What follows belongs to an exercise in optimizing a design on an open flow for small area, a short achievable clock period and few clock cycles per item; a production flow would make more cautious choices. The RTL was checked by simulation tests, not by an equivalence proof against the original design.

## flow/design.v (module list and top-level ports; edited modules follow where they fit)
// module arr_mult_fa: 10 lines
// module arr_mult_ha: 9 lines
// module arr_multiplier_pipe: 3224 lines
module arr_multiplier_pipe #(
  parameter int INPUT_BIT_SIZE = 32,
  parameter int STAGES         = 4
) (
  input  logic                          Clk,
  input  logic                          Reset,
  input  logic                          InValid,
  output logic                          InReady,
  input  logic [INPUT_BIT_SIZE-1:0]     InA,
  input  logic [INPUT_BIT_SIZE-1:0]     InB,
  input  logic                          Signed,
  output logic                          OutValid,
  input  logic                          OutReady,
  output logic [2*INPUT_BIT_SIZE-1:0]   Out
);
  // ...
==> flow/run.sh <==
#!/bin/bash
# synth_recipe.tcl (not shown) runs the flow's synth.tcl, then flattens the netlist and writes it again
# the make line also repeats each setting of config.mk as NAME=value (left out here)
make -C /OpenROAD-flow-scripts/flow DESIGN_CONFIG=/design/flow/config.mk WORK_HOME=/design/flow/orfs CLKGATE_MAP_FILE= SYNTH_SCRIPT=/design/flow/synth_recipe.tcl finish
==> flow/config.mk <==
export PLATFORM = sky130hd
export DESIGN_NAME = arr_multiplier_pipe
export DESIGN_NICKNAME = arr_multiplier_pipe
export VERILOG_FILES = /design/flow/design.v
export SDC_FILE = /design/flow/constraint.sdc
export NUM_CORES = 4
export LEC_CHECK = 0
export ABC_AREA = 1
export CAP_MARGIN = 20
export CORE_MARGIN = 2
export CORE_UTILIZATION = 40
export SLEW_MARGIN = 20
export SYNTH_HIERARCHICAL = 1
export SYNTH_MINIMUM_KEEP_SIZE = 0
==> flow/constraint.sdc <==
create_clock -name core_clock -period 24.0 [get_ports {Clk}]
set_input_delay 4.8000 -clock core_clock [delete_from_list [all_inputs] [get_ports {Clk}]]
set_output_delay 4.8000 -clock core_clock [all_outputs]
set_load 0.01 [all_outputs]
==> out/results.tsv, run 1 <==
stage	metric	value	unit
sta	fin crit period	8410	ps
drt	met2 wire len	45800	um
run_status	status	finished clean	
sta	RSZ-0062 raised after global routing	false	
layout	Layout Nets	3472	
synth	cell taking the most area after synthesis	fa_1	
worst_setup_path	Worst Path Arrival	8660	ps
worst_setup_path	worst setup path endpoint	o_q[63]	
synth	compound-gate portion of the synthesized area	13.1	%
clocking	Clock Sink Count	197	
sta	headroom to the max-slew limit	26.9	%
layout	filler cell count	6679	
clocking	setup repair bufs after CTS	0	
grt	global routing's busiest layer	met2	
layout	final std cells w/o fill	3749	
clocking	clk buf depth	2	
synth	Post-Syn Area	28800	um2
clocking	post-CTS sizing	0	
drt	routed length on met3	11800	um
worst_setup_path	Reg2Reg Setup Slack	15590	ps
layout	clock buffers	18	
floorplan	die height	272	um
worst_setup_path	Crit-path slowest cell	nand2_1	
worst_setup_path	Reg2Reg Depth	26	
drt	Antenna Nets Post-Route	0	
grt	vias in the first global route	25133	
worst_setup_path	Max stage delay on crit path	960	ps
drt	Vias	23486	
layout	area occupied by multi-input gates	22200	um2
layout	Reg area	5250	um2
layout	post-route cell area	31700	um2
placed_design	Placed Cells	3714	
drt	Post-route DRC	0	
sta	Finish-stage setup viols	0	
layout	Layout clock area frac	1.93	%
Testbench counts, summed over its fixed seeds: cycles 12,016, items 12,000.
==> inputs of run 2 (changes only) <==
--- a/flow/design.v
+++ b/flow/design.v
@@ -45,23 +45,27 @@
   input  logic                          OutReady,
   output logic [2*INPUT_BIT_SIZE-1:0]   Out
 );
+  logic        en;
   logic        k_vl, r_vl, o_vl;
   logic [31:0] k_a, k_b, a, b;
   logic        k_s, s;
-  logic        o_en, r_en;
   logic [63:0] prod, o_q;
-  assign o_en    = !o_vl || OutReady;    
-  assign r_en    = !r_vl || o_en;        
+  assign en      = !o_vl || OutReady;
   assign InReady = !k_vl;
+  logic m_vl;
   always_ff @(posedge Clk or negedge Reset) begin
     if (!Reset) begin
       k_vl <= 1'b0;
       r_vl <= 1'b0;
+      m_vl <= 1'b0;
       o_vl <= 1'b0;
     end else begin
-      if (o_en) o_vl <= r_vl;
-      if (r_en) r_vl <= k_vl || InValid;
-      k_vl <= !r_en && (k_vl || InValid);
+      k_vl <= !en && (k_vl || InValid);
+      if (en) begin
+        r_vl <= k_vl || InValid;
+        m_vl <= r_vl;
+        o_vl <= m_vl;
+      end
     end
   end
   always_ff @(posedge Clk) begin
@@ -70,12 +74,12 @@
       k_b <= InB;
       k_s <= Signed;
     end
-    if (r_en) begin
-      a <= k_vl ? k_a : InA;
-      b <= k_vl ? k_b : InB;
-      s <= k_vl ? k_s : Signed;
+    if (en) begin
+      a   <= k_vl ? k_a : InA;
+      b   <= k_vl ? k_b : InB;
+      s   <= k_vl ? k_s : Signed;
+      o_q <= prod;
     end
-    if (o_en) o_q <= prod;
   end
   assign Out      = o_q;
   assign OutValid = o_vl;
@@ -2550,7 +2554,8 @@
   arr_mult_fa u_s505 (.i_a(c472), .i_b(s499), .i_c(s501), .o_s(s505), .o_c(c506));
   arr_mult_fa u_s507 (.i_a(c474), .i_b(s503), .i_c(s505), .o_s(s507), .o_c(c508));
   arr_mult_fa u_s509 (.i_a(c476), .i_b(s507), .i_c(c478), .o_s(s509), .o_c(c510));
-  arr_mult_fa u_s511 (.i_a(1'b1), .i_b(pp16_1), .i_c(pp0_33), .o_s(s511), .o_c(c512));
+  assign s511 = ~(pp16_1 ^ pp0_33);
+  assign c512 = pp16_1 | pp0_33;
   arr_mult_fa u_s513 (.i_a(pp1_31), .i_b(pp2_29), .i_c(pp3_27), .o_s(s513), .o_c(c514));
   arr_mult_fa u_s515 (.i_a(pp4_25), .i_b(pp5_23), .i_c(pp6_21), .o_s(s515), .o_c(c516));
   arr_mult_fa u_s517 (.i_a(pp7_19), .i_b(pp8_17), .i_c(pp9_15), .o_s(s517), .o_c(c518));
@@ -2566,7 +2571,8 @@
   arr_mult_fa u_s537 (.i_a(s531), .i_b(s533), .i_c(c504), .o_s(s537), .o_c(c538));
   arr_mult_fa u_s539 (.i_a(c506), .i_b(s535), .i_c(s537), .o_s(s539), .o_c(c540));
   arr_mult_ha u_s541 (.i_a(c508), .i_b(s539), .o_s(s541), .o_c(c542));
-  arr_mult_fa u_s543 (.i_a(1'b1), .i_b(pp16_2), .i_c(pp1_32), .o_s(s543), .o_c(c544));
+  assign s543 = ~(pp16_2 ^ pp1_32);
+  assign c544 = pp16_2 | pp1_32;
   arr_mult_fa u_s545 (.i_a(pp2_30), .i_b(pp3_28), .i_c(pp4_26), .o_s(s545), .o_c(c546));
   arr_mult_fa u_s547 (.i_a(pp5_24), .i_b(pp6_22), .i_c(pp7_20), .o_s(s547), .o_c(c548));
   arr_mult_fa u_s549 (.i_a(pp8_18), .i_b(pp9_16), .i_c(pp10_14), .o_s(s549), .o_c(c550));
@@ -2597,7 +2603,8 @@
   arr_mult_fa u_s599 (.i_a(s593), .i_b(s595), .i_c(c566), .o_s(s599), .o_c(c600));
   arr_mult_fa u_s601 (.i_a(c568), .i_b(s597), .i_c(s599), .o_s(s601), .o_c(c602));
   arr_mult_fa u_s603 (.i_a(c570), .i_b(s601), .i_c(c572), .o_s(s603), .o_c(c604));
-  arr_mult_fa u_s605 (.i_a(1'b1), .i_b(pp16_4), .i_c(pp2_32), .o_s(s605), .o_c(c606));
+  assign s605 = ~(pp16_4 ^ pp2_32);
+  assign c606 = pp16_4 | pp2_32;
   arr_mult_fa u_s607 (.i_a(pp3_30), .i_b(pp4_28), .i_c(pp5_26), .o_s(s607), .o_c(c608));
   arr_mult_fa u_s609 (.i_a(pp6_24), .i_b(pp7_22), .i_c(pp8_20), .o_s(s609), .o_c(c610));
   arr_mult_fa u_s611 (.i_a(pp9_18), .i_b(pp10_16), .i_c(pp11_14), .o_s(s611), .o_c(c612));
@@ -2626,7 +2633,8 @@
   arr_mult_fa u_s657 (.i_a(s651), .i_b(s653), .i_c(c626), .o_s(s657), .o_c(c658));
   arr_mult_fa u_s659 (.i_a(c628), .i_b(s655), .i_c(c630), .o_s(s659), .o_c(c660));
   arr_mult_fa u_s661 (.i_a(s657), .i_b(c632), .i_c(s659), .o_s(s661), .o_c(c662));
-  arr_mult_fa u_s663 (.i_a(1'b1), .i_b(pp16_6), .i_c(pp3_32), .o_s(s663), .o_c(c664));
+  assign s663 = ~(pp16_6 ^ pp3_32);
+  assign c664 = pp16_6 | pp3_32;
   arr_mult_fa u_s665 (.i_a(pp4_30), .i_b(pp5_28), .i_c(pp6_26), .o_s(s665), .o_c(c666));
   arr_mult_fa u_s667 (.i_a(pp7_24), .i_b(pp8_22), .i_c(pp9_20), .o_s(s667), .o_c(c668));
   arr_mult_fa u_s669 (.i_a(pp10_18), .i_b(pp11_16), .i_c(pp12_14), .o_s(s669), .o_c(c670));
@@ -2653,7 +2661,8 @@
   arr_mult_fa u_s711 (.i_a(s705), .i_b(c682), .i_c(s707), .o_s(s711), .o_c(c712));
   arr_mult_fa u_s713 (.i_a(c684), .i_b(s709), .i_c(s711), .o_s(s713), .o_c(c714));
   arr_mult_fa u_s715 (.i_a(c686), .i_b(s713), .i_c(c688), .o_s(s715), .o_c(c716));
-  arr_mult_fa u_s717 (.i_a(1'b1), .i_b(pp16_8), .i_c(pp4_32), .o_s(s717), .o_c(c718));
+  assign s717 = ~(pp16_8 ^ pp4_32);
+  assign c718 = pp16_8 | pp4_32;
   arr_mult_fa u_s719 (.i_a(pp5_30), .i_b(pp6_28), .i_c(pp7_26), .o_s(s719), .o_c(c720));
   arr_mult_fa u_s721 (.i_a(pp8_24), .i_b(pp9_22), .i_c(pp10_20), .o_s(s721), .o_c(c722));
   arr_mult_fa u_s723 (.i_a(pp11_18), .i_b(pp12_16), .i_c(pp13_14), .o_s(s723), .o_c(c724));
@@ -2678,7 +2687,8 @@
   arr_mult_fa u_s761 (.i_a(c732), .i_b(c734), .i_c(s757), .o_s(s761), .o_c(c762));
   arr_mult_fa u_s763 (.i_a(s759), .i_b(c736), .i_c(s761), .o_s(s763), .o_c(c764));
   arr_mult_fa u_s765 (.i_a(c738), .i_b(s763), .i_c(c740), .o_s(s765), .o_c(c766));
-  arr_mult_fa u_s767 (.i_a(1'b1), .i_b(pp16_10), .i_c(pp5_32), .o_s(s767), .o_c(c768));
+  assign s767 = ~(pp16_10 ^ pp5_32);
+  assign c768 = pp16_10 | pp5_32;
   arr_mult_fa u_s769 (.i_a(pp6_30), .i_b(pp7_28), .i_c(pp8_26), .o_s(s769), .o_c(c770));
   arr_mult_fa u_s771 (.i_a(pp9_24), .i_b(pp10_22), .i_c(pp11_20), .o_s(s771), .o_c(c772));
   arr_mult_fa u_s773 (.i_a(pp12_18), .i_b(pp13_16), .i_c(pp14_14), .o_s(s773), .o_c(c774));
@@ -2701,7 +2711,8 @@
   arr_mult_fa u_s807 (.i_a(s801), .i_b(c782), .i_c(s803), .o_s(s807), .o_c(c808));
   arr_mult_fa u_s809 (.i_a(c784), .i_b(s805), .i_c(c786), .o_s(s809), .o_c(c810));
   arr_mult_fa u_s811 (.i_a(s807), .i_b(c788), .i_c(s809), .o_s(s811), .o_c(c812));
-  arr_mult_fa u_s813 (.i_a(1'b1), .i_b(pp16_12), .i_c(pp6_32), .o_s(s813), .o_c(c814));
+  assign s813 = ~(pp16_12 ^ pp6_32);
+  assign c814 = pp16_12 | pp6_32;
   arr_mult_fa u_s815 (.i_a(pp7_30), .i_b(pp8_28), .i_c(pp9_26), .o_s(s815), .o_c(c816));
   arr_mult_fa u_s817 (.i_a(pp10_24), .i_b(pp11_22), .i_c(pp12_20), .o_s(s817), .o_c(c818));
   arr_mult_fa u_s819 (.i_a(pp13_18), .i_b(pp14_16), .i_c(pp15_14), .o_s(s819), .o_c(c820));
@@ -2722,7 +2733,8 @@
   arr_mult_fa u_s849 (.i_a(s843), .i_b(s845), .i_c(c826), .o_s(s849), .o_c(c850));
   arr_mult_fa u_s851 (.i_a(c828), .i_b(s847), .i_c(c830), .o_s(s851), .o_c(c852));
   arr_mult_fa u_s853 (.i_a(s849), .i_b(c832), .i_c(s851), .o_s(s853), .o_c(c854));
-  arr_mult_fa u_s855 (.i_a(1'b1), .i_b(pp16_14), .i_c(pp7_32), .o_s(s855), .o_c(c856));
+  assign s855 = ~(pp16_14 ^ pp7_32);
+  assign c856 = pp16_14 | pp7_32;
   arr_mult_fa u_s857 (.i_a(pp8_30), .i_b(pp9_28), .i_c(pp10_26), .o_s(s857), .o_c(c858));
   arr_mult_fa u_s859 (.i_a(pp11_24), .i_b(pp12_22), .i_c(pp13_20), .o_s(s859), .o_c(c860));
   arr_mult_fa u_s861 (.i_a(pp14_18), .i_b(pp15_16), .i_c(c836), .o_s(s861), .o_c(c862));
@@ -2741,7 +2753,8 @@
   arr_mult_fa u_s887 (.i_a(s881), .i_b(s883), .i_c(c866), .o_s(s887), .o_c(c888));
   arr_mult_fa u_s889 (.i_a(c868), .i_b(s885), .i_c(c870), .o_s(s889), .o_c(c890));
   arr_mult_fa u_s891 (.i_a(s887), .i_b(c872), .i_c(s889), .o_s(s891), .o_c(c892));
-  arr_mult_fa u_s893 (.i_a(1'b1), .i_b(pp16_16), .i_c(pp8_32), .o_s(s893), .o_c(c894));
+  assign s893 = ~(pp16_16 ^ pp8_32);
+  assign c894 = pp16_16 | pp8_32;
   arr_mult_fa u_s895 (.i_a(pp9_30), .i_b(pp10_28), .i_c(pp11_26), .o_s(s895), .o_c(c896));
   arr_mult_fa u_s897 (.i_a(pp12_24), .i_b(pp13_22), .i_c(pp14_20), .o_s(s897), .o_c(c898));
   arr_mult_fa u_s899 (.i_a(pp15_18), .i_b(c876), .i_c(c878), .o_s(s899), .o_c(c900));
@@ -2758,7 +2771,8 @@
   arr_mult_fa u_s921 (.i_a(c900), .i_b(c902), .i_c(s917), .o_s(s921), .o_c(c922));
   arr_mult_fa u_s923 (.i_a(s919), .i_b(c904), .i_c(s921), .o_s(s923), .o_c(c924));
   arr_mult_fa u_s925 (.i_a(c906), .i_b(s923), .i_c(c908), .o_s(s925), .o_c(c926));
-  arr_mult_fa u_s927 (.i_a(1'b1), .i_b(pp16_18), .i_c(pp9_32), .o_s(s927), .o_c(c928));
+  assign s927 = ~(pp16_18 ^ pp9_32);
+  assign c928 = pp16_18 | pp9_32;
   arr_mult_fa u_s929 (.i_a(pp10_30), .i_b(pp11_28), .i_c(pp12_26), .o_s(s929), .o_c(c930));
   arr_mult_fa u_s931 (.i_a(pp13_24), .i_b(pp14_22), .i_c(pp15_20), .o_s(s931), .o_c(c932));
   arr_mult_fa u_s933 (.i_a(c912), .i_b(c914), .i_c(c916), .o_s(s933), .o_c(c934));
@@ -2773,7 +2787,8 @@
   arr_mult_fa u_s951 (.i_a(s945), .i_b(c934), .i_c(c936), .o_s(s951), .o_c(c952));
   arr_mult_fa u_s953 (.i_a(s947), .i_b(s949), .i_c(c938), .o_s(s953), .o_c(c954));
   arr_mult_fa u_s955 (.i_a(s951), .i_b(c940), .i_c(s953), .o_s(s955), .o_c(c956));
-  arr_mult_fa u_s957 (.i_a(1'b1), .i_b(pp16_20), .i_c(pp10_32), .o_s(s957), .o_c(c958));
+  assign s957 = ~(pp16_20 ^ pp10_32);
+  assign c958 = pp16_20 | pp10_32;
   arr_mult_fa u_s959 (.i_a(pp11_30), .i_b(pp12_28), .i_c(pp13_26), .o_s(s959), .o_c(c960));
   arr_mult_fa u_s961 (.i_a(pp14_24), .i_b(pp15_22), .i_c(c944), .o_s(s961), .o_c(c962));
   arr_mult_fa u_s963 (.i_a(c946), .i_b(s957), .i_c(s959), .o_s(s963), .o_c(c964));
@@ -2786,7 +2801,8 @@
   arr_mult_fa u_s977 (.i_a(s971), .i_b(s973), .i_c(c962), .o_s(s977), .o_c(c978));
   arr_mult_fa u_s979 (.i_a(c964), .i_b(s975), .i_c(c966), .o_s(s979), .o_c(c980));
   arr_mult_fa u_s981 (.i_a(s977), .i_b(c968), .i_c(s979), .o_s(s981), .o_c(c982));
-  arr_mult_fa u_s983 (.i_a(1'b1), .i_b(pp16_22), .i_c(pp11_32), .o_s(s983), .o_c(c984));
+  assign s983 = ~(pp16_22 ^ pp11_32);
+  assign c984 = pp16_22 | pp11_32;
   arr_mult_fa u_s985 (.i_a(pp12_30), .i_b(pp13_28), .i_c(pp14_26), .o_s(s985), .o_c(c986));
   arr_mult_fa u_s987 (.i_a(pp15_24), .i_b(c972), .i_c(c974), .o_s(s987), .o_c(c988));
   arr_mult_fa u_s989 (.i_a(s983), .i_b(s985), .i_c(c976), .o_s(s989), .o_c(c990));
@@ -2797,7 +2813,8 @@
   arr_mult_fa u_s999 (.i_a(c984), .i_b(c986), .i_c(s995), .o_s(s999), .o_c(c1000));
   arr_mult_fa u_s1001 (.i_a(s997), .i_b(c988), .i_c(s999), .o_s(s1001), .o_c(c1002));
   arr_mult_fa u_s1003 (.i_a(c990), .i_b(s1001), .i_c(c992), .o_s(s1003), .o_c(c1004));
-  arr_mult_fa u_s1005 (.i_a(1'b1), .i_b(pp16_24), .i_c(pp12_32), .o_s(s1005), .o_c(c1006));
+  assign s1005 = ~(pp16_24 ^ pp12_32);
+  assign c1006 = pp16_24 | pp12_32;
   arr_mult_fa u_s1007 (.i_a(pp13_30), .i_b(pp14_28), .i_c(pp15_26), .o_s(s1007), .o_c(c1008));
   arr_mult_fa u_s1009 (.i_a(c996), .i_b(c998), .i_c(s1005), .o_s(s1009), .o_c(c1010));
   arr_mult_fa u_s1011 (.i_a(s1007), .i_b(c1000), .i_c(s1009), .o_s(s1011), .o_c(c1012));
@@ -2806,388 +2823,642 @@
   arr_mult_fa u_s1017 (.i_a(pp14_29), .i_b(pp15_27), .i_c(c1006), .o_s(s1017), .o_c(c1018));
   arr_mult_fa u_s1019 (.i_a(c1008), .i_b(s1015), .i_c(c1010), .o_s(s1019), .o_c(c1020));
   arr_mult_fa u_s1021 (.i_a(s1017), .i_b(c1012), .i_c(s1019), .o_s(s1021), .o_c(c1022));
-  arr_mult_fa u_s1023 (.i_a(1'b1), .i_b(pp16_26), .i_c(pp13_32), .o_s(s1023), .o_c(c1024));
+  assign s1023 = ~(pp16_26 ^ pp13_32);
+  assign c1024 = pp16_26 | pp13_32;
   arr_mult_fa u_s1025 (.i_a(pp14_30), .i_b(pp15_28), .i_c(c1016), .o_s(s1025), .o_c(c1026));
   arr_mult_fa u_s1027 (.i_a(s1023), .i_b(c1018), .i_c(s1025), .o_s(s1027), .o_c(c1028));
   arr_mult_ha u_s1029 (.i_a(c1020), .i_b(s1027), .o_s(s1029), .o_c(c1030));
   arr_mult_fa u_s1031 (.i_a(pp16_27), .i_b(pp13_33), .i_c(pp14_31), .o_s(s1031), .o_c(c1032));
   arr_mult_fa u_s1033 (.i_a(pp15_29), .i_b(c1024), .i_c(s1031), .o_s(s1033), .o_c(c1034));
   arr_mult_fa u_s1035 (.i_a(c1026), .i_b(s1033), .i_c(c1028), .o_s(s1035), .o_c(c1036));
-  arr_mult_fa u_s1037 (.i_a(1'b1), .i_b(pp16_28), .i_c(pp14_32), .o_s(s1037), .o_c(c1038));
+  assign s1037 = ~(pp16_28 ^ pp14_32);
+  assign c1038 = pp16_28 | pp14_32;
   arr_mult_fa u_s1039 (.i_a(pp15_30), .i_b(c1032), .i_c(s1037), .o_s(s1039), .o_c(c1040));
   arr_mult_ha u_s1041 (.i_a(c1034), .i_b(s1039), .o_s(s1041), .o_c(c1042));
   arr_mult_fa u_s1043 (.i_a(pp16_29), .i_b(pp14_33), .i_c(pp15_31), .o_s(s1043), .o_c(c1044));
   arr_mult_fa u_s1045 (.i_a(c1038), .i_b(s1043), .i_c(c1040), .o_s(s1045), .o_c(c1046));
-  arr_mult_fa u_s1047 (.i_a(1'b1), .i_b(pp16_30), .i_c(pp15_32), .o_s(s1047), .o_c(c1048));
+  assign s1047 = ~(pp16_30 ^ pp15_32);
+  assign c1048 = pp16_30 | pp15_32;
   arr_mult_ha u_s1049 (.i_a(c1044), .i_b(s1047), .o_s(s1049), .o_c(c1050));
   arr_mult_fa u_s1051 (.i_a(pp16_31), .i_b(pp15_33), .i_c(c1048), .o_s(s1051), .o_c(c1052));
+  logic m_x0;
+  logic m_y0;
+  logic m_x1;
+  logic m_x2;
+  logic m_y2;
+  logic m_x3;
+  logic m_y3;
+  logic m_x4;
+  logic m_y4;
+  logic m_x5;
+  logic m_y5;
+  logic m_x6;
+  logic m_y6;
+  logic m_x7;
+  logic m_y7;
+  logic m_x8;
+  logic m_y8;
+  logic m_x9;
+  logic m_y9;
+  logic m_x10;
+  logic m_y10;
+  logic m_x11;
+  logic m_y11;
+  logic m_x12;
+  logic m_y12;
+  logic m_x13;
+  logic m_y13;
+  logic m_x14;
+  logic m_y14;
+  logic m_x15;
+  logic m_y15;
+  logic m_x16;
+  logic m_y16;
+  logic m_x17;
+  logic m_y17;
+  logic m_x18;
+  logic m_y18;
+  logic m_x19;
+  logic m_y19;
+  logic m_x20;
+  logic m_y20;
+  logic m_x21;
+  logic m_y21;
+  logic m_x22;
+  logic m_y22;
+  logic m_x23;
+  logic m_y23;
+  logic m_x24;
+  logic m_y24;
+  logic m_x25;
+  logic m_y25;
+  logic m_x26;
+  logic m_y26;
+  logic m_x27;
+  logic m_y27;
+  logic m_x28;
+  logic m_y28;
+  logic m_x29;
+  logic m_y29;
+  logic m_x30;
+  logic m_y30;
+  logic m_x31;
+  logic m_y31;
+  logic m_x32;
+  logic m_y32;
+  logic m_x33;
+  logic m_y33;
+  logic m_x34;
+  logic m_y34;
+  logic m_x35;
+  logic m_y35;
+  logic m_x36;
+  logic m_y36;
+  logic m_x37;
+  logic m_y37;
+  logic m_x38;
+  logic m_y38;
+  logic m_x39;
+  logic m_y39;
+  logic m_x40;
+  logic m_y40;
+  logic m_x41;
+  logic m_y41;
+  logic m_x42;
+  logic m_y42;
+  logic m_x43;
+  logic m_y43;
+  logic m_x44;
+  logic m_y44;
+  logic m_x45;
+  logic m_y45;
+  logic m_x46;
+  logic m_y46;
+  logic m_x47;
+  logic m_y47;
+  logic m_x48;
+  logic m_y48;
+  logic m_x49;
+  logic m_y49;
+  logic m_x50;
+  logic m_y50;
+  logic m_x51;
+  logic m_y51;
+  logic m_x52;
+  logic m_y52;
+  logic m_x53;
+  logic m_y53;
+  logic m_x54;
+  logic m_y54;
+  logic m_x55;
+  logic m_y55;
+  logic m_x56;
+  logic m_y56;
+  logic m_x57;
+  logic m_y57;
+  logic m_x58;
+  logic m_y58;
+  logic m_x59;
+  logic m_y59;
+  logic m_x60;
+  logic m_y60;
+  logic m_x61;
+  logic m_y61;
+  logic m_x62;
+  logic m_y62;
+  logic m_x63;
+  logic m_y63;
+  always_ff @(posedge Clk) begin
+    if (en) begin
+      m_x0 <= pp0_0;
+      m_y0 <= bneg[0];
+      m_x1 <= pp0_1;
+      m_x2 <= pp1_0;
+      m_y2 <= s1;
+      m_x3 <= c2;
+      m_y3 <= s3;
+      m_x4 <= s5;
+      m_y4 <= s7;
+      m_x5 <= s9;
+      m_y5 <= s11;
+      m_x6 <= s15;
+      m_y6 <= s17;
+      m_x7 <= s21;
+      m_y7 <= s23;
+      m_x8 <= s29;
+      m_y8 <= s31;
+      m_x9 <= s37;
+      m_y9 <= s39;
+      m_x10 <= s47;
+      m_y10 <= s49;
+      m_x11 <= c50;
+      m_y11 <= s59;
+      m_x12 <= c60;
+      m_y12 <= s71;
+      m_x13 <= s81;
+      m_y13 <= s83;
+      m_x14 <= c84;
+      m_y14 <= s97;
+      m_x15 <= c98;
+      m_y15 <= s111;
+      m_x16 <= c112;
+      m_y16 <= s127;
+      m_x17 <= c128;
+      m_y17 <= s143;
+      m_x18 <= c144;
+      m_y18 <= s161;
+      m_x19 <= s177;
+      m_y19 <= s179;
+      m_x20 <= c180;
+      m_y20 <= s199;
+      m_x21 <= c200;
+      m_y21 <= s219;
+      m_x22 <= c220;
+      m_y22 <= s241;
+      m_x23 <= c242;
+      m_y23 <= s263;
+      m_x24 <= c264;
+      m_y24 <= s287;
+      m_x25 <= c288;
+      m_y25 <= s311;
+      m_x26 <= c312;
+      m_y26 <= s337;
+      m_x27 <= c338;
+      m_y27 <= s363;
+      m_x28 <= s389;
+      m_y28 <= s391;
+      m_x29 <= c392;
+      m_y29 <= s419;
+      m_x30 <= c420;
+      m_y30 <= s449;
+      m_x31 <= c450;
+      m_y31 <= s479;
+      m_x32 <= c480;
+      m_y32 <= s509;
+      m_x33 <= c510;
+      m_y33 <= s541;
+      m_x34 <= c542;
+      m_y34 <= s573;
+      m_x35 <= c574;
+      m_y35 <= s603;
+      m_x36 <= c604;
+      m_y36 <= s633;
+      m_x37 <= c634;
+      m_y37 <= s661;
+      m_x38 <= c662;
+      m_y38 <= s689;
+      m_x39 <= c690;
+      m_y39 <= s715;
+      m_x40 <= c716;
+      m_y40 <= s741;
+      m_x41 <= c742;
+      m_y41 <= s765;
+      m_x42 <= c766;
+      m_y42 <= s789;
+      m_x43 <= c790;
+      m_y43 <= s811;
+      m_x44 <= c812;
+      m_y44 <= s833;
+      m_x45 <= c834;
+      m_y45 <= s853;
+      m_x46 <= c854;
+      m_y46 <= s873;
+      m_x47 <= c874;
+      m_y47 <= s891;
+      m_x48 <= c892;
+      m_y48 <= s909;
+      m_x49 <= c910;
+      m_y49 <= s925;
+      m_x50 <= c926;
+      m_y50 <= s941;
+      m_x51 <= c942;
+      m_y51 <= s955;
+      m_x52 <= c956;
+      m_y52 <= s969;
+      m_x53 <= c970;
+      m_y53 <= s981;
+      m_x54 <= c982;
+      m_y54 <= s993;
+      m_x55 <= c994;
+      m_y55 <= s1003;
+      m_x56 <= c1004;
+      m_y56 <= s1013;
+      m_x57 <= c1014;
+      m_y57 <= s1021;
+      m_x58 <= c1022;
+      m_y58 <= s1029;
+      m_x59 <= c1030;
+      m_y59 <= s1035;
+      m_x60 <= c1036;
+      m_y60 <= s1041;
+      m_x61 <= c1042;
+      m_y61 <= s1045;
+      m_x62 <= c1046;
+      m_y62 <= s1049;
+      m_x63 <= c1050;
+      m_y63 <= s1051;
+    end
+  end
   logic [63:0] sx, sy;
-  assign sx = {c1050, c1046, c1042, c1036, c1030, c1022, c1014, c1004, c994, c982, c970, c956, c942, c926, c910, c892, c874, c854, c834, c812, c790, c766, c742, c716, c690, c662, c634, c604, c574, c542, c510, c480, c450, c420, c392, s389, c338, c312, c288, c264, c242, c220, c200, c180, s177, c144, c128, c112, c98, c84, s81, c60, c50, s47, s37, s29, s21, s15, s9, s5, c2, pp1_0, pp0_1, pp0_0};
-  assign sy = {s1051, s1049, s1045, s1041, s1035, s1029, s1021, s1013, s1003, s993, s981, s969, s955, s941, s925, s909, s891, s873, s853, s833, s811, s789, s765, s741, s715, s689, s661, s633, s603, s573, s541, s509, s479, s449, s419, s391, s363, s337, s311, s287, s263, s241, s219, s199, s179, s161, s143, s127, s111, s97, s83, s71, s59, s49, s39, s31, s23, s17, s11, s7, s3, s1, 1'b0, bneg[0]};
-  logic [63:0] pg_g, pg_p;
+  assign sx = {m_x63, m_x62, m_x61, m_x60, m_x59, m_x58, m_x57, m_x56, m_x55, m_x54, m_x53, m_x52, m_x51, m_x50, m_x49, m_x48, m_x47, m_x46, m_x45, m_x44, m_x43, m_x42, m_x41, m_x40, m_x39, m_x38, m_x37, m_x36, m_x35, m_x34, m_x33, m_x32, m_x31, m_x30, m_x29, m_x28, m_x27, m_x26, m_x25, m_x24, m_x23, m_x22, m_x21, m_x20, m_x19, m_x18, m_x17, m_x16, m_x15, m_x14, m_x13, m_x12, m_x11, m_x10, m_x9, m_x8, m_x7, m_x6, m_x5, m_x4, m_x3, m_x2, m_x1, m_x0};
+  assign sy = {m_y63, m_y62, m_y61, m_y60, m_y59, m_y58, m_y57, m_y56, m_y55, m_y54, m_y53, m_y52, m_y51, m_y50, m_y49, m_y48, m_y47, m_y46, m_y45, m_y44, m_y43, m_y42, m_y41, m_y40, m_y39, m_y38, m_y37, m_y36, m_y35, m_y34, m_y33, m_y32, m_y31, m_y30, m_y29, m_y28, m_y27, m_y26, m_y25, m_y24, m_y23, m_y22, m_y21, m_y20, m_y19, m_y18, m_y17, m_y16, m_y15, m_y14, m_y13, m_y12, m_y11, m_y10, m_y9, m_y8, m_y7, m_y6, m_y5, m_y4, m_y3, m_y2, 1'b0, m_y0};
+  logic [63:0] pg_g, pg_p, cy;
   assign pg_g = sx & sy;
   assign pg_p = sx ^ sy;
-  logic pf_g1, pf_p1;
+  logic pf_g1;
   assign pf_g1 = pg_g[1] | (pg_p[1] & pg_g[0]);
-  assign pf_p1 = 1'b0;
-  logic pf_g2, pf_p2;
+  logic pf_g2;
   assign pf_g2 = pg_g[3] | (pg_p[3] & pg_g[2]);
+  logic pf_p2;
   assign pf_p2 = pg_p[3] & pg_p[2];
-  logic pf_g3, pf_p3;
+  logic pf_g3;
   assign pf_g3 = pg_g[5] | (pg_p[5] & pg_g[4]);
+  logic pf_p3;
   assign pf_p3 = pg_p[5] & pg_p[4];
-  logic pf_g4, pf_p4;
+  logic pf_g4;
   assign pf_g4 = pg_g[7] | (pg_p[7] & pg_g[6]);
+  logic pf_p4;
   assign pf_p4 = pg_p[7] & pg_p[6];
-  logic pf_g5, pf_p5;
+  logic pf_g5;
   assign pf_g5 = pg_g[9] | (pg_p[9] & pg_g[8]);
+  logic pf_p5;
   assign pf_p5 = pg_p[9] & pg_p[8];
-  logic pf_g6, pf_p6;
+  logic pf_g6;
   assign pf_g6 = pg_g[11] | (pg_p[11] & pg_g[10]);
+  logic pf_p6;
   assign pf_p6 = pg_p[11] & pg_p[10];
-  logic pf_g7, pf_p7;
+  logic pf_g7;
   assign pf_g7 = pg_g[13] | (pg_p[13] & pg_g[12]);
+  logic pf_p7;
   assign pf_p7 = pg_p[13] & pg_p[12];
-  logic pf_g8, pf_p8;
+  logic pf_g8;
   assign pf_g8 = pg_g[15] | (pg_p[15] & pg_g[14]);
+  logic pf_p8;
   assign pf_p8 = pg_p[15] & pg_p[14];
-  logic pf_g9, pf_p9;
+  logic pf_g9;
   assign pf_g9 = pg_g[17] | (pg_p[17] & pg_g[16]);
+  logic pf_p9;
   assign pf_p9 = pg_p[17] & pg_p[16];
-  logic pf_g10, pf_p10;
+  logic pf_g10;
   assign pf_g10 = pg_g[19] | (pg_p[19] & pg_g[18]);
+  logic pf_p10;
   assign pf_p10 = pg_p[19] & pg_p[18];
-  logic pf_g11, pf_p11;
+  logic pf_g11;
   assign pf_g11 = pg_g[21] | (pg_p[21] & pg_g[20]);
+  logic pf_p11;
   assign pf_p11 = pg_p[21] & pg_p[20];
-  logic pf_g12, pf_p12;
+  logic pf_g12;
   assign pf_g12 = pg_g[23] | (pg_p[23] & pg_g[22]);
+  logic pf_p12;
   assign pf_p12 = pg_p[23] & pg_p[22];
-  logic pf_g13, pf_p13;
+  logic pf_g13;
   assign pf_g13 = pg_g[25] | (pg_p[25] & pg_g[24]);
+  logic pf_p13;
   assign pf_p13 = pg_p[25] & pg_p[24];
-  logic pf_g14, pf_p14;
+  logic pf_g14;
   assign pf_g14 = pg_g[27] | (pg_p[27] & pg_g[26]);
+  logic pf_p14;
   assign pf_p14 = pg_p[27] & pg_p[26];
-  logic pf_g15, pf_p15;
+  logic pf_g15;
   assign pf_g15 = pg_g[29] | (pg_p[29] & pg_g[28]);
+  logic pf_p15;
   assign pf_p15 = pg_p[29] & pg_p[28];
-  logic pf_g16, pf_p16;
+  logic pf_g16;
   assign pf_g16 = pg_g[31] | (pg_p[31] & pg_g[30]);
+  logic pf_p16;
   assign pf_p16 = pg_p[31] & pg_p[30];
-  logic pf_g17, pf_p17;
+  logic pf_g17;
   assign pf_g17 = pg_g[33] | (pg_p[33] & pg_g[32]);
+  logic pf_p17;
   assign pf_p17 = pg_p[33] & pg_p[32];
-  logic pf_g18, pf_p18;
+  logic pf_g18;
   assign pf_g18 = pg_g[35] | (pg_p[35] & pg_g[34]);
+  logic pf_p18;
   assign pf_p18 = pg_p[35] & pg_p[34];
-  logic pf_g19, pf_p19;
+  logic pf_g19;
   assign pf_g19 = pg_g[37] | (pg_p[37] & pg_g[36]);
+  logic pf_p19;
   assign pf_p19 = pg_p[37] & pg_p[36];
-  logic pf_g20, pf_p20;
+  logic pf_g20;
   assign pf_g20 = pg_g[39] | (pg_p[39] & pg_g[38]);
+  logic pf_p20;
   assign pf_p20 = pg_p[39] & pg_p[38];
-  logic pf_g21, pf_p21;
+  logic pf_g21;
   assign pf_g21 = pg_g[41] | (pg_p[41] & pg_g[40]);
+  logic pf_p21;
   assign pf_p21 = pg_p[41] & pg_p[40];
-  logic pf_g22, pf_p22;
+  logic pf_g22;
   assign pf_g22 = pg_g[43] | (pg_p[43] & pg_g[42]);
+  logic pf_p22;
   assign pf_p22 = pg_p[43] & pg_p[42];
-  logic pf_g23, pf_p23;
+  logic pf_g23;
   assign pf_g23 = pg_g[45] | (pg_p[45] & pg_g[44]);
+  logic pf_p23;
   assign pf_p23 = pg_p[45] & pg_p[44];
-  logic pf_g24, pf_p24;
+  logic pf_g24;
   assign pf_g24 = pg_g[47] | (pg_p[47] & pg_g[46]);
+  logic pf_p24;
   assign pf_p24 = pg_p[47] & pg_p[46];
-  logic pf_g25, pf_p25;
+  logic pf_g25;
   assign pf_g25 = pg_g[49] | (pg_p[49] & pg_g[48]);
+  logic pf_p25;
   assign pf_p25 = pg_p[49] & pg_p[48];
-  logic pf_g26, pf_p26;
+  logic pf_g26;
   assign pf_g26 = pg_g[51] | (pg_p[51] & pg_g[50]);
+  logic pf_p26;
   assign pf_p26 = pg_p[51] & pg_p[50];
-  logic pf_g27, pf_p27;
+  logic pf_g27;
   assign pf_g27 = pg_g[53] | (pg_p[53] & pg_g[52]);
+  logic pf_p27;
   assign pf_p27 = pg_p[53] & pg_p[52];
-  logic pf_g28, pf_p28;
+  logic pf_g28;
   assign pf_g28 = pg_g[55] | (pg_p[55] & pg_g[54]);
+  logic pf_p28;
   assign pf_p28 = pg_p[55] & pg_p[54];
-  logic pf_g29, pf_p29;
+  logic pf_g29;
   assign pf_g29 = pg_g[57] | (pg_p[57] & pg_g[56]);
+  logic pf_p29;
   assign pf_p29 = pg_p[57] & pg_p[56];
-  logic pf_g30, pf_p30;
+  logic pf_g30;
   assign pf_g30 = pg_g[59] | (pg_p[59] & pg_g[58]);
+  logic pf_p30;
   assign pf_p30 = pg_p[59] & pg_p[58];
-  logic pf_g31, pf_p31;
+  logic pf_g31;
   assign pf_g31 = pg_g[61] | (pg_p[61] & pg_g[60]);
+  logic pf_p31;
   assign pf_p31 = pg_p[61] & pg_p[60];
-  logic pf_g32, pf_p32;
+  logic pf_g32;
   assign pf_g32 = pg_g[63] | (pg_p[63] & pg_g[62]);
+  logic pf_p32;
   assign pf_p32 = pg_p[63] & pg_p[62];
-  logic pf_g33, pf_p33;
+  logic pf_g33;
   assign pf_g33 = pf_g2 | (pf_p2 & pf_g1);
-  assign pf_p33 = 1'b0;
-  logic pf_g34, pf_p34;
+  logic pf_g34;
   assign pf_g34 = pf_g4 | (pf_p4 & pf_g3);
+  logic pf_p34;
   assign pf_p34 = pf_p4 & pf_p3;
-  logic pf_g35, pf_p35;
+  logic pf_g35;
   assign pf_g35 = pf_g6 | (pf_p6 & pf_g5);
+  logic pf_p35;
   assign pf_p35 = pf_p6 & pf_p5;
-  logic pf_g36, pf_p36;
+  logic pf_g36;
   assign pf_g36 = pf_g8 | (pf_p8 & pf_g7);
+  logic pf_p36;
   assign pf_p36 = pf_p8 & pf_p7;
-  logic pf_g37, pf_p37;
+  logic pf_g37;
   assign pf_g37 = pf_g10 | (pf_p10 & pf_g9);
+  logic pf_p37;
   assign pf_p37 = pf_p10 & pf_p9;
-  logic pf_g38, pf_p38;
+  logic pf_g38;
   assign pf_g38 = pf_g12 | (pf_p12 & pf_g11);
+  logic pf_p38;
   assign pf_p38 = pf_p12 & pf_p11;
-  logic pf_g39, pf_p39;
+  logic pf_g39;
   assign pf_g39 = pf_g14 | (pf_p14 & pf_g13);
+  logic pf_p39;
   assign pf_p39 = pf_p14 & pf_p13;
-  logic pf_g40, pf_p40;
+  logic pf_g40;
   assign pf_g40 = pf_g16 | (pf_p16 & pf_g15);
+  logic pf_p40;
   assign pf_p40 = pf_p16 & pf_p15;
-  logic pf_g41, pf_p41;
+  logic pf_g41;
   assign pf_g41 = pf_g18 | (pf_p18 & pf_g17);
+  logic pf_p41;
   assign pf_p41 = pf_p18 & pf_p17;
-  logic pf_g42, pf_p42;
+  logic pf_g42;
   assign pf_g42 = pf_g20 | (pf_p20 & pf_g19);
+  logic pf_p42;
   assign pf_p42 = pf_p20 & pf_p19;
-  logic pf_g43, pf_p43;
+  logic pf_g43;
   assign pf_g43 = pf_g22 | (pf_p22 & pf_g21);
+  logic pf_p43;
   assign pf_p43 = pf_p22 & pf_p21;
-  logic pf_g44, pf_p44;
+  logic pf_g44;
   assign pf_g44 = pf_g24 | (pf_p24 & pf_g23);
+  logic pf_p44;
   assign pf_p44 = pf_p24 & pf_p23;
-  logic pf_g45, pf_p45;
+  logic pf_g45;
   assign pf_g45 = pf_g26 | (pf_p26 & pf_g25);
+  logic pf_p45;
   assign pf_p45 = pf_p26 & pf_p25;
-  logic pf_g46, pf_p46;
+  logic pf_g46;
   assign pf_g46 = pf_g28 | (pf_p28 & pf_g27);
+  logic pf_p46;
   assign pf_p46 = pf_p28 & pf_p27;
-  logic pf_g47, pf_p47;
+  logic pf_g47;
   assign pf_g47 = pf_g30 | (pf_p30 & pf_g29);
+  logic pf_p47;
   assign pf_p47 = pf_p30 & pf_p29;
-  logic pf_g48, pf_p48;
+  logic pf_g48;
   assign pf_g48 = pf_g32 | (pf_p32 & pf_g31);
+  logic pf_p48;
   assign pf_p48 = pf_p32 & pf_p31;
-  logic pf_g49, pf_p49;
+  logic pf_g49;
   assign pf_g49 = pf_g34 | (pf_p34 & pf_g33);
-  assign pf_p49 = 1'b0;
-  logic pf_g50, pf_p50;
+  logic pf_g50;
   assign pf_g50 = pf_g36 | (pf_p36 & pf_g35);
+  logic pf_p50;
   assign pf_p50 = pf_p36 & pf_p35;
-  logic pf_g51, pf_p51;
+  logic pf_g51;
   assign pf_g51 = pf_g38 | (pf_p38 & pf_g37);
+  logic pf_p51;
   assign pf_p51 = pf_p38 & pf_p37;
-  logic pf_g52, pf_p52;
+  logic pf_g52;
   assign pf_g52 = pf_g40 | (pf_p40 & pf_g39);
+  logic pf_p52;
   assign pf_p52 = pf_p40 & pf_p39;
-  logic pf_g53, pf_p53;
+  logic pf_g53;
   assign pf_g53 = pf_g42 | (pf_p42 & pf_g41);
+  logic pf_p53;
   assign pf_p53 = pf_p42 & pf_p41;
-  logic pf_g54, pf_p54;
+  logic pf_g54;
   assign pf_g54 = pf_g44 | (pf_p44 & pf_g43);
+  logic pf_p54;
   assign pf_p54 = pf_p44 & pf_p43;
-  logic pf_g55, pf_p55;
+  logic pf_g55;
   assign pf_g55 = pf_g46 | (pf_p46 & pf_g45);
+  logic pf_p55;
   assign pf_p55 = pf_p46 & pf_p45;
-  logic pf_g56, pf_p56;
+  logic pf_g56;
   assign pf_g56 = pf_g48 | (pf_p48 & pf_g47);
+  logic pf_p56;
   assign pf_p56 = pf_p48 & pf_p47;
-  logic pf_g57, pf_p57;
+  logic pf_g57;
   assign pf_g57 = pf_g50 | (pf_p50 & pf_g49);
-  assign pf_p57 = 1'b0;
-  logic pf_g58, pf_p58;
+  logic pf_g58;
   assign pf_g58 = pf_g52 | (pf_p52 & pf_g51);
+  logic pf_p58;
   assign pf_p58 = pf_p52 & pf_p51;
-  logic pf_g59, pf_p59;
+  logic pf_g59;
   assign pf_g59 = pf_g54 | (pf_p54 & pf_g53);
+  logic pf_p59;
   assign pf_p59 = pf_p54 & pf_p53;
-  logic pf_g60, pf_p60;
+  logic pf_g60;
   assign pf_g60 = pf_g56 | (pf_p56 & pf_g55);
+  logic pf_p60;
   assign pf_p60 = pf_p56 & pf_p55;
-  logic pf_g61, pf_p61;
+  logic pf_g61;
   assign pf_g61 = pf_g58 | (pf_p58 & pf_g57);
-  assign pf_p61 = 1'b0;
-  logic pf_g62, pf_p62;
+  logic pf_g62;
   assign pf_g62 = pf_g60 | (pf_p60 & pf_g59);
+  logic pf_p62;
   assign pf_p62 = pf_p60 & pf_p59;
-  logic pf_g63, pf_p63;
+  logic pf_g63;
   assign pf_g63 = pf_g62 | (pf_p62 & pf_g61);
-  assign pf_p63 = 1'b0;
-  logic pf_g64, pf_p64;
+  logic pf_g64;
   assign pf_g64 = pf_g59 | (pf_p59 & pf_g61);
-  assign pf_p64 = 1'b0;
-  logic pf_g65, pf_p65;
+  logic pf_g65;
   assign pf_g65 = pf_g51 | (pf_p51 & pf_g57);
-  assign pf_p65 = 1'b0;
-  logic pf_g66, pf_p66;
+  logic pf_g66;
   assign pf_g66 = pf_g53 | (pf_p53 & pf_g61);
-  assign pf_p66 = 1'b0;
-  logic pf_g67, pf_p67;
+  logic pf_g67;
   assign pf_g67 = pf_g55 | (pf_p55 & pf_g64);
-  assign pf_p67 = 1'b0;
-  logic pf_g68, pf_p68;
+  logic pf_g68;
   assign pf_g68 = pf_g35 | (pf_p35 & pf_g49);
-  assign pf_p68 = 1'b0;
-  logic pf_g69, pf_p69;
+  logic pf_g69;
   assign pf_g69 = pf_g37 | (pf_p37 & pf_g57);
-  assign pf_p69 = 1'b0;
-  logic pf_g70, pf_p70;
+  logic pf_g70;
   assign pf_g70 = pf_g39 | (pf_p39 & pf_g65);
-  assign pf_p70 = 1'b0;
-  logic pf_g71, pf_p71;
+  logic pf_g71;
   assign pf_g71 = pf_g41 | (pf_p41 & pf_g61);
-  assign pf_p71 = 1'b0;
-  logic pf_g72, pf_p72;
+  logic pf_g72;
   assign pf_g72 = pf_g43 | (pf_p43 & pf_g66);
-  assign pf_p72 = 1'b0;
-  logic pf_g73, pf_p73;
+  logic pf_g73;
   assign pf_g73 = pf_g45 | (pf_p45 & pf_g64);
-  assign pf_p73 = 1'b0;
-  logic pf_g74, pf_p74;
+  logic pf_g74;
   assign pf_g74 = pf_g47 | (pf_p47 & pf_g67);
-  assign pf_p74 = 1'b0;
-  logic pf_g75, pf_p75;
+  logic pf_g75;
   assign pf_g75 = pf_g3 | (pf_p3 & pf_g33);
-  assign pf_p75 = 1'b0;
-  logic pf_g76, pf_p76;
+  logic pf_g76;
   assign pf_g76 = pf_g5 | (pf_p5 & pf_g49);
-  assign pf_p76 = 1'b0;
-  logic pf_g77, pf_p77;
+  logic pf_g77;
   assign pf_g77 = pf_g7 | (pf_p7 & pf_g68);
-  assign pf_p77 = 1'b0;
-  logic pf_g78, pf_p78;
+  logic pf_g78;
   assign pf_g78 = pf_g9 | (pf_p9 & pf_g57);
-  assign pf_p78 = 1'b0;
-  logic pf_g79, pf_p79;
+  logic pf_g79;
   assign pf_g79 = pf_g11 | (pf_p11 & pf_g69);
-  assign pf_p79 = 1'b0;
-  logic pf_g80, pf_p80;
+  logic pf_g80;
   assign pf_g80 = pf_g13 | (pf_p13 & pf_g65);
-  assign pf_p80 = 1'b0;
-  logic pf_g81, pf_p81;
+  logic pf_g81;
   assign pf_g81 = pf_g15 | (pf_p15 & pf_g70);
-  assign pf_p81 = 1'b0;
-  logic pf_g82, pf_p82;
+  logic pf_g82;
   assign pf_g82 = pf_g17 | (pf_p17 & pf_g61);
-  assign pf_p82 = 1'b0;
-  logic pf_g83, pf_p83;
+  logic pf_g83;
   assign pf_g83 = pf_g19 | (pf_p19 & pf_g71);
-  assign pf_p83 = 1'b0;
-  logic pf_g84, pf_p84;
+  logic pf_g84;
   assign pf_g84 = pf_g21 | (pf_p21 & pf_g66);
-  assign pf_p84 = 1'b0;
-  logic pf_g85, pf_p85;
+  logic pf_g85;
   assign pf_g85 = pf_g23 | (pf_p23 & pf_g72);
-  assign pf_p85 = 1'b0;
-  logic pf_g86, pf_p86;
+  logic pf_g86;
   assign pf_g86 = pf_g25 | (pf_p25 & pf_g64);
-  assign pf_p86 = 1'b0;
-  logic pf_g87, pf_p87;
+  logic pf_g87;
   assign pf_g87 = pf_g27 | (pf_p27 & pf_g73);
-  assign pf_p87 = 1'b0;
-  logic pf_g88, pf_p88;
+  logic pf_g88;
   assign pf_g88 = pf_g29 | (pf_p29 & pf_g67);
-  assign pf_p88 = 1'b0;
-  logic pf_g89, pf_p89;
+  logic pf_g89;
   assign pf_g89 = pf_g31 | (pf_p31 & pf_g74);
-  assign pf_p89 = 1'b0;
-  logic pf_g90, pf_p90;
+  logic pf_g90;
   assign pf_g90 = pg_g[2] | (pg_p[2] & pf_g1);
-  assign pf_p90 = 1'b0;
-  logic pf_g91, pf_p91;
+  logic pf_g91;
   assign pf_g91 = pg_g[4] | (pg_p[4] & pf_g33);
-  assign pf_p91 = 1'b0;
-  logic pf_g92, pf_p92;
+  logic pf_g92;
   assign pf_g92 = pg_g[6] | (pg_p[6] & pf_g75);
-  assign pf_p92 = 1'b0;
-  logic pf_g93, pf_p93;
+  logic pf_g93;
   assign pf_g93 = pg_g[8] | (pg_p[8] & pf_g49);
-  assign pf_p93 = 1'b0;
-  logic pf_g94, pf_p94;
+  logic pf_g94;
   assign pf_g94 = pg_g[10] | (pg_p[10] & pf_g76);
-  assign pf_p94 = 1'b0;
-  logic pf_g95, pf_p95;
+  logic pf_g95;
   assign pf_g95 = pg_g[12] | (pg_p[12] & pf_g68);
-  assign pf_p95 = 1'b0;
-  logic pf_g96, pf_p96;
+  logic pf_g96;
   assign pf_g96 = pg_g[14] | (pg_p[14] & pf_g77);
-  assign pf_p96 = 1'b0;
-  logic pf_g97, pf_p97;
+  logic pf_g97;
   assign pf_g97 = pg_g[16] | (pg_p[16] & pf_g57);
-  assign pf_p97 = 1'b0;
-  logic pf_g98, pf_p98;
+  logic pf_g98;
   assign pf_g98 = pg_g[18] | (pg_p[18] & pf_g78);
-  assign pf_p98 = 1'b0;
-  logic pf_g99, pf_p99;
+  logic pf_g99;
   assign pf_g99 = pg_g[20] | (pg_p[20] & pf_g69);
-  assign pf_p99 = 1'b0;
-  logic pf_g100, pf_p100;
+  logic pf_g100;
   assign pf_g100 = pg_g[22] | (pg_p[22] & pf_g79);
-  assign pf_p100 = 1'b0;
-  logic pf_g101, pf_p101;
+  logic pf_g101;
   assign pf_g101 = pg_g[24] | (pg_p[24] & pf_g65);
-  assign pf_p101 = 1'b0;
-  logic pf_g102, pf_p102;
+  logic pf_g102;
   assign pf_g102 = pg_g[26] | (pg_p[26] & pf_g80);
-  assign pf_p102 = 1'b0;
-  logic pf_g103, pf_p103;
+  logic pf_g103;
   assign pf_g103 = pg_g[28] | (pg_p[28] & pf_g70);
-  assign pf_p103 = 1'b0;
-  logic pf_g104, pf_p104;
+  logic pf_g104;
   assign pf_g104 = pg_g[30] | (pg_p[30] & pf_g81);
-  assign pf_p104 = 1'b0;
-  logic pf_g105, pf_p105;
+  logic pf_g105;
   assign pf_g105 = pg_g[32] | (pg_p[32] & pf_g61);
-  assign pf_p105 = 1'b0;
-  logic pf_g106, pf_p106;
+  logic pf_g106;
   assign pf_g106 = pg_g[34] | (pg_p[34] & pf_g82);
-  assign pf_p106 = 1'b0;
-  logic pf_g107, pf_p107;
+  logic pf_g107;
   assign pf_g107 = pg_g[36] | (pg_p[36] & pf_g71);
-  assign pf_p107 = 1'b0;
-  logic pf_g108, pf_p108;
+  logic pf_g108;
   assign pf_g108 = pg_g[38] | (pg_p[38] & pf_g83);
-  assign pf_p108 = 1'b0;
-  logic pf_g109, pf_p109;
+  logic pf_g109;
   assign pf_g109 = pg_g[40] | (pg_p[40] & pf_g66);
-  assign pf_p109 = 1'b0;
-  logic pf_g110, pf_p110;
+  logic pf_g110;
   assign pf_g110 = pg_g[42] | (pg_p[42] & pf_g84);
-  assign pf_p110 = 1'b0;
-  logic pf_g111, pf_p111;
+  logic pf_g111;
   assign pf_g111 = pg_g[44] | (pg_p[44] & pf_g72);
-  assign pf_p111 = 1'b0;
-  logic pf_g112, pf_p112;
+  logic pf_g112;
   assign pf_g112 = pg_g[46] | (pg_p[46] & pf_g85);
-  assign pf_p112 = 1'b0;
-  logic pf_g113, pf_p113;
+  logic pf_g113;
   assign pf_g113 = pg_g[48] | (pg_p[48] & pf_g64);
-  assign pf_p113 = 1'b0;
-  logic pf_g114, pf_p114;
+  logic pf_g114;
   assign pf_g114 = pg_g[50] | (pg_p[50] & pf_g86);
-  assign pf_p114 = 1'b0;
-  logic pf_g115, pf_p115;
+  logic pf_g115;
   assign pf_g115 = pg_g[52] | (pg_p[52] & pf_g73);
-  assign pf_p115 = 1'b0;
-  logic pf_g116, pf_p116;
+  logic pf_g116;
   assign pf_g116 = pg_g[54] | (pg_p[54] & pf_g87);
-  assign pf_p116 = 1'b0;
-  logic pf_g117, pf_p117;
+  logic pf_g117;
   assign pf_g117 = pg_g[56] | (pg_p[56] & pf_g67);
-  assign pf_p117 = 1'b0;
-  logic pf_g118, pf_p118;
+  logic pf_g118;
   assign pf_g118 = pg_g[58] | (pg_p[58] & pf_g88);
-  assign pf_p118 = 1'b0;
-  logic pf_g119, pf_p119;
+  logic pf_g119;
   assign pf_g119 = pg_g[60] | (pg_p[60] & pf_g74);
-  assign pf_p119 = 1'b0;
-  logic pf_g120, pf_p120;
+  logic pf_g120;
   assign pf_g120 = pg_g[62] | (pg_p[62] & pf_g89);
-  assign pf_p120 = 1'b0;
-  logic [63:0] cy;
   assign cy[0] = 1'b0;
   assign cy[1] = pg_g[0];
   assign cy[2] = pf_g1;
==> run 2 against run 1 <==
Net effect: synthesized cell count is 7.3% higher; non-clock buffer count is 10 higher; design area is 15% higher; fmax is 13% higher; first-iteration DRC count is 15% lower; global-route usage is 3.6 points lower; setup slack better by 990 ps; wire length is 1.3% lower; core utilization is 0.66 points higher; count of clock-buffer cells in the layout is 28 higher.
==> out/results.tsv, run 2 <==
stage	metric	value	unit	change
grt	GRT Total Usage	24.1	%	was 27.7%
layout	Layout Nets	3696		was 3472
sta	maximum operating frequency	135	MHz	was 119 MHz
worst_setup_path	beginning of the critical path	OutReady		was b[0]
worst_setup_path	Reg-to-Reg End	m_y37		was o_q[63]
placed_design	post-DP HPWL	67000	um	was 64700 um
layout	fraction of layout cells with a size suffix above 1	6.22	%	was 5.68%
synth	Syn Inst Count	3020		was 2815
worst_setup_path	crit path cell chain	clkdlybuf4s50_1 -> inv_1 -> nand2_4 -> buf_4 -> buf_4		
sta	final hold vios	0		unchanged
synth	Synth area leaders	fa_1 30%, edfxtp_1 23%, xor2_1 14%		was fa_1 36%, xor2_1 17%, edfxtp_1 13%
clocking	clock slew at reported path FFs	60	ps	was 100 ps
drt	Vias	23790		was 23486
synth	cell taking the most area after synthesis	fa_1		unchanged
synth	top-count cell post-synth	xor2_1		unchanged
worst_setup_path	CP startpoint kind	input port		was flop
layout	filler cell count	7511		was 6679
drt	1st-pass router iterations	6		unchanged
sta	RSZ-0062 raised after global routing	false		unchanged
worst_setup_path	WS Path Type	in -> reg		was reg -> reg
clocking	TritonCTS clock tree	yes		unchanged
synth	Post-Syn Area	32800	um2	was 28800 um2
worst_setup_path	Worst Setup End Kind	flop		unchanged
worst_setup_path	CP top delay family	buffers and inverters		was adder cells
worst_setup_path	FF-to-FF Start	b[17]		was b[0]
grt	vias in the first global route	25114		was 25133
synth	ys flop type	edfxtp_1		unchanged
worst_setup_path	Crit-path slowest cell	buf_4		was nand2_1
grt	grt ovf	0		unchanged
floorplan	io pins	135		unchanged
floorplan	core area	80800	um2	was 71400 um2
layout	leading cell type in the layout, fill and taps excluded	xor2_1		unchanged
sta	setup TNS	0	ps	unchanged
sta	fin crit period	7420	ps	was 8410 ps
floorplan	Initial Util	40.6	%	was 40.3%
clocking	htree depth	2		was 4
synth	share of the yosys chip area belonging to registers	27.7	%	was 18.2%
clocking	setup repair bufs after CTS	0		unchanged
placed_design	Routability Congestion	0.905		was 0.960
synth	Yosys reg bits	325		was 197
clocking	total CTS buffers	39		was 17
worst_setup_path	Most Frequent Cell on Critical Path	buf_4		was fa_1
layout	Largest Register	o_q		unchanged
sta	Finish-stage setup viols	0		unchanged
drt	Antenna Nets Post-Route	0		unchanged
sta	headroom to the max-slew limit	32.8	%	was 26.9%
synth	EDFF count, synth	256		was 129
grt	first-pass GRT wire length	156000	um	was 155000 um
clocking	# hold bufs at CTS	0		unchanged
grt	largest net degree at the start of global routing	77		was 68
drt	WL final	100000	um	was 102000 um
layout	max reg flops	64		unchanged
run_status	status	finished clean		unchanged
drt	DRT iter0 DRCs	2485		was 2909
synth	post-synth cell types	35		was 38
worst_setup_path	Worst Path Arrival	7590	ps	was 8660 ps
synth	Syn Area/Cell	10.9	um2	was 10.2 um2
drt	Avg WL per Cell	24.5	um	was 27.1 um
worst_setup_path	worst setup path endpoint	o_q[34]		was o_q[63]
drt	Post-route DRC	0		unchanged
floorplan	Die Wd	290	um	was 272 um
sta	Tightest Pin Transition	1010	ps	was 1090 ps
worst_setup_path	Max stage delay on crit path	850	ps	was 960 ps
clocking	post-CTS sizing	0		unchanged
floorplan	die height	290	um	was 272 um
worst_setup_path	CP Max Fanout	76		was 33
worst_setup_path	Reg2Reg Setup Slack	17860	ps	was 15590 ps
synth	Yosys top cell area share	30.2	%	was 35.5%
run	# Max-Cap Violations	0		unchanged
drt	Vias/cell	5.81		was 6.26
worst_setup_path	critical path buffer and inverter count	4		was 1
synth	Ys Warns	7		unchanged
placed_design	Port-buffer cells	134		unchanged
clocking	clk buf depth	3		was 2
worst_setup_path	Critical Path RT	24170	ps	was 24250 ps
sta	Setup Skew	59.5	ps	was 16.0 ps
worst_setup_path	Reg2Reg Depth	13		was 26
clocking	clock latency (worst-skew pair)	610	ps	was 510 ps
floorplan	Cell Rows	104		was 98
clocking	CTS Root Cell	clkbuf_16		unchanged
floorplan	Die Area	84200	um2	was 74100 um2
synth	synth cell count leaders	522 x xor2_1, 498 x o22ai_1, 495 x fa_1, 334 x nand2_1, 256 x edfxtp_1		was 549 x xor2_1, 511 x fa_1, 511 x o22ai_1, 304 x nand2_1, 172 x clkbuf_1
synth	ys async rst share	1.23	%	was 1.52%
layout	area delta synth->final	11.2	%	was 10.1%
grt	antenna violations before repair	0		was 2
layout	Antenna Cells	0		was 2
hold_path	Worst Hold Depth	2		unchanged
sta	Tcrit/Tclk final	30.9	%	was 35.0%
hold_path	HP Class	reg -> reg		unchanged
sta	Slew Viols, Final	0		unchanged
clocking	Clock Sink Count	325		was 197
worst_setup_path	CP Depth	5		was 26
layout	commonest non-fill, non-tap cells in the layout	522 x xor2_1, 498 x o22ai_1, 495 x fa_1		was 549 x xor2_1, 511 x o22ai_1, 511 x fa_1
run 2: cells by family (layout without fill, tap and decap cells):
kind of cell             count (synthesis)  in the layout  synth area share (%)
adder cells (fa/ha/maj)                619            619                  35.0
AO/OA/AOI/OAI                          609            609                  11.6
XOR/XNOR                               544            544                  14.5
buffers and inverters                  480            497                  5.68
AND/OR/NAND/NOR                        443            443                  5.41
flip-flops                             325            325                  27.7
run 2: metrics by stage:
step	worst slack, ps	area, um2	utilization [%]	hold slack, ps	cells
after floorplan	12980	32800	-	414	3020
after global placement	15980	35200	43.5	433	4027
after detailed placement	15990	35200	43.5	434	4027
after CTS	16560	36400	45.1	450	4097
after global routing	16360	36400	45.1	456	4097
final	16580	36400	45.1	448	4097
run 2: tightest hold or removal path: cells and delay by family, from the launching register on:
kind	cells	cell delay [ps]
flip-flops	1	300
AND/OR/NAND/NOR	2	120
run 2: worst min-delay path by stage:
stage | to | slack (ps) | startpoint
2_1_floorplan | k_a[30] | 410 | k_a[30]
3_3_place_gp | k_b[31] | 430 | k_b[31]
3_5_place_dp | k_a[6] | 430 | k_a[6]
4_1_cts | k_a[12] | 450 | k_a[12]
5_1_grt | k_a[12] | 460 | k_a[12]
6_report | k_b[25] | 450 | k_b[25]
run 2: final cells by class:
class,instances,area (um2),share of cell area (%)
multi-input combinational,2215,22000,60.4
tap,1060,1330,3.64
clock inverter,24,239,0.656
inverter,204,766,2.10
timing repair buffer,223,2010,5.52
sequential,325,9090,25.0
clock buffer,46,1010,2.78
run 2: layer usage:
layer	GRT usage, %	vias up	part of all wire, %
li1	-	10220	-
met3	5.74	317	9.9
met1	31.5	11896	39
met4	13.0	0	5.7
met2	37.1	1357	45
met5	0	-	0
run 2: modules after synthesis, one instance, submodules excluded:
module               copies in the design  cells  cell area [um2]  flip-flops and latches
arr_mult_fa                           464      1             20.0                       0
arr_mult_ha                            46      1             12.5                       0
arr_multiplier_pipe                     1   2510            22900                     325
Testbench counts of run 2, summed over its fixed seeds: cycles 12,024, items 12,000.

what the ideal ports hide:
No port has a modelled driver above. Below, the same layouts with a new extraction and two added sets of constraints. Step 1, drivers: a clkbuf_16 drives Clk and a buf_2 each remaining input, both assumed. Step 2 also shifts input and output timing later by t, the mid clock arrival at the registers, as if the neighbouring blocks saw the same clock. a / b / c = no drivers / after step 1 / after step 2; a / b = the first two.
run | t, ns | setup WS [ns] | clock arrival spread, ns
run 1 | 0.565 | 15.590 / 15.590 / 15.590 | 0.016 / 0.016
run 2 | 0.645 | 16.577 / 16.617 / 15.972 | 0.060 / 0.060
After both steps every run listed still meets setup and hold. For run 2, which loses most, drivers alone change the setup slack by +0.040 ns; drivers and shift together by -0.605 ns.
